This design comes from an exercise in tuning for small area on the open sky130 flow, not from production work. Function was checked by simulation only, so behaviour that the tests miss may differ from the original. Power and IR drop assume default switching activity. The flow treats the clock pin as an ideal source, which a real chip does not have.

## build 43
Design gobang_move_arbiter, start of the top module:
module gobang_move_arbiter #(
  parameter int HIST_DEPTH = 225,
  parameter int CNT_W      = 8
) (
  input  logic             clk,
  input  logic             rst,
  input  logic             new_game,
  input  logic             p_req,
  input  logic [3:0]       p_i,
  input  logic [3:0]       p_j,
  input  logic             a_req,
  input  logic [3:0]       a_i,
  input  logic [3:0]       a_j,
  input  logic             undo_req,
  input  logic             crt_color,
  input  logic             cell_occupied,
  output logic [3:0]       look_i,
  output logic [3:0]       look_j,
  output logic             data_clr,
  output logic             data_write,
  output logic             data_erase,
  output logic [3:0]       write_i,
  output logic [3:0]       write_j,
  output logic             write_color,
  output logic             p_grant,
  output logic             a_grant,
  output logic             reject,
  output logic             undo_done,
  output logic             busy,
  output logic [CNT_W-1:0] move_count,
  output logic             last_valid,
  output logic [3:0]       last_i,
  output logic [3:0]       last_j
);
clock: 8.0 ns
lec_check: 0
cap_margin: 20
core_margin: 2
core_utilization: 70
cts_buf_list: sky130_fd_sc_hd__clkbuf_16
cts_cluster_diameter: 80
cts_cluster_size: 36
place_density: 0.8
slew_margin: 20
standard.sh (not shown) runs the stock make flow with config.mk's settings and CLKGATE_MAP_FILE= SYNTH_SCRIPT=/design/flow/synth_recipe.tcl, a recipe that flattens the netlist after the stock synthesis.
==> flow/flow/run.sh <==
#!/bin/bash
# Standard layout, with the port buffers made from the smallest buffer cell and
# clock tree synthesis without dummy loads.
set -euo pipefail
bash standard.sh BUFFER_PORTS_ARGS="-buffer_cell sky130_fd_sc_hd__buf_1" \
  CTS_ARGS="-sink_clustering_enable -repair_clock_nets -sink_clustering_size 37 -sink_clustering_max_diameter 80 -buf_list sky130_fd_sc_hd__clkbuf_16 -dont_use_dummy_load" \
  finish > standard_flow.log 2>&1
Relative to build 43, the following input files were edited for build 96:
diff --git a/flow/flow/run.sh b/flow/flow/run.sh
--- a/flow/flow/run.sh
+++ b/flow/flow/run.sh
@@ -6 +6 @@
-  CTS_ARGS="-sink_clustering_enable -repair_clock_nets -sink_clustering_size 37 -sink_clustering_max_diameter 80 -buf_list sky130_fd_sc_hd__clkbuf_16 -dont_use_dummy_load" \
+  CTS_ARGS="-sink_clustering_enable -repair_clock_nets -sink_clustering_size 36 -sink_clustering_max_diameter 80 -buf_list sky130_fd_sc_hd__clkbuf_16 -dont_use_dummy_load" \
Results
- Build 96 against build 43: design area comparable, final cycle utilization of the critical path shows a reduction of 0.21 points, cell-internal power did not really move.
The following lists how build 5 was set up differently from build 96:
# build 96
export LEC_CHECK = 0
export CAP_MARGIN = 20
export CORE_MARGIN = 2
export CORE_UTILIZATION = 70
export CTS_BUF_LIST = sky130_fd_sc_hd__clkbuf_16
export CTS_CLUSTER_DIAMETER = 80
export CTS_CLUSTER_SIZE = 36
export PLACE_DENSITY = 0.8
export SLEW_MARGIN = 20
create_clock -name core_clock -period 8.0 [get_ports {clk}]
# build 5
export LEC_CHECK = 0
export CAP_MARGIN = 20
export CORE_MARGIN = 2
export CORE_UTILIZATION = 60
export CTS_BUF_LIST = sky130_fd_sc_hd__clkbuf_16
export CTS_CLUSTER_DIAMETER = 80
export CTS_CLUSTER_SIZE = 36
export PLACE_DENSITY = 0.7
export SLEW_MARGIN = 20
create_clock -name core_clock -period 8.0 [get_ports {clk}]
diff --git a/flow/flow/run.sh b/flow/flow/run.sh
--- a/flow/flow/run.sh
+++ b/flow/flow/run.sh
@@ -6 +6 @@
-  CTS_ARGS="-sink_clustering_enable -repair_clock_nets -sink_clustering_size 36 -sink_clustering_max_diameter 80 -buf_list sky130_fd_sc_hd__clkbuf_16 -dont_use_dummy_load" \
+  CTS_ARGS="-sink_clustering_enable -repair_clock_nets -sink_clustering_size 37 -sink_clustering_max_diameter 80 -buf_list sky130_fd_sc_hd__clkbuf_16 -dont_use_dummy_load" \
### Flow results
The clock latency on the worst-skew pair of build 5 is higher than that of build 96.
The combinational power was comparable across build 5 and build 96.
Summary: with build 96 as the reference, via count of the first global-routing pass in build 5 moved up slightly.
The share of the final layout cell area in multi-input gates on build 5 is in line with that on build 96.
Compared build 96 against build 5; combinational share of power within noise.
[compare] base=build 96 new=build 5: design internal power essentially unchanged, via count shrank by about 0.33%, critical path data required time was more or less identical.
Modified inputs, build 81 compared to build 5
# build 5
export LEC_CHECK = 0
export CAP_MARGIN = 20
export CORE_MARGIN = 2
export CORE_UTILIZATION = 60
export CTS_BUF_LIST = sky130_fd_sc_hd__clkbuf_16
export CTS_CLUSTER_DIAMETER = 80
export CTS_CLUSTER_SIZE = 36
export PLACE_DENSITY = 0.7
export SLEW_MARGIN = 20
create_clock -name core_clock -period 8.0 [get_ports {clk}]
# build 81
export LEC_CHECK = 0
export CAP_MARGIN = 20
export CORE_MARGIN = 2
export CORE_UTILIZATION = 70
export CTS_BUF_LIST = sky130_fd_sc_hd__clkbuf_16
export CTS_CLUSTER_DIAMETER = 80
export CTS_CLUSTER_SIZE = 36
export PLACE_DENSITY = 0.75
export SLEW_MARGIN = 20
create_clock -name core_clock -period 8.0 [get_ports {clk}]
diff --git a/flow/flow/run.sh b/flow/flow/run.sh
--- a/flow/flow/run.sh
+++ b/flow/flow/run.sh
@@ -6 +6 @@
-  CTS_ARGS="-sink_clustering_enable -repair_clock_nets -sink_clustering_size 37 -sink_clustering_max_diameter 80 -buf_list sky130_fd_sc_hd__clkbuf_16 -dont_use_dummy_load" \
+  CTS_ARGS="-sink_clustering_enable -repair_clock_nets -sink_clustering_size 38 -sink_clustering_max_diameter 80 -buf_list sky130_fd_sc_hd__clkbuf_16 -dont_use_dummy_load" \
==> comparison <==
Taking build 5 as the reference point, the critical path depth of build 81 falls by 2. Build 81 ended with more global-route usage than build 5. Maximum number of pins on one net before global-route repair went up by a little under 10% going from build 5 to build 81. Diff build 5 and build 81: design area lower in build 81. Build 5 → build 81: number of standard cells in the layout, taps in and fillers out now smaller, final critical-path setup slack now larger, number of signal-net buffers in the layout now smaller, met3 wirelength from detailed routing now larger.

==> separate check: timing with driven ports <==
How much do the figures lean on ideal ports? The routed layouts below were timed once more, with nothing changed but the port constraints. Step 1, drivers: a clkbuf_16 drives clk and a buf_2 each remaining input, both assumed. Step 2 moves the port delays by t, midway between the first and last clock arrival at a register: inputs arrive t later, outputs are due t later. That takes back most of the time a late clock gives input paths. Three values: ideal ports, drivers, drivers and shift; two values: the first two.
run	t, ns	slack for setup (ns)	clock arrival spread, ns
build 43	0.706	3.759 / 3.695 / 4.073	0.060 / 0.059
build 96	0.701	3.776 / 3.707 / 4.073	0.079 / 0.079
build 5	0.694	3.654 / 3.634 / 3.634	0.088 / 0.088
build 81	0.706	3.818 / 3.753 / 4.105	0.059 / 0.058
After both steps setup and hold are still met in every run listed. The setup slack of build 5, which loses most, moves by -0.020 ns with the drivers and by -0.020 ns with both steps.
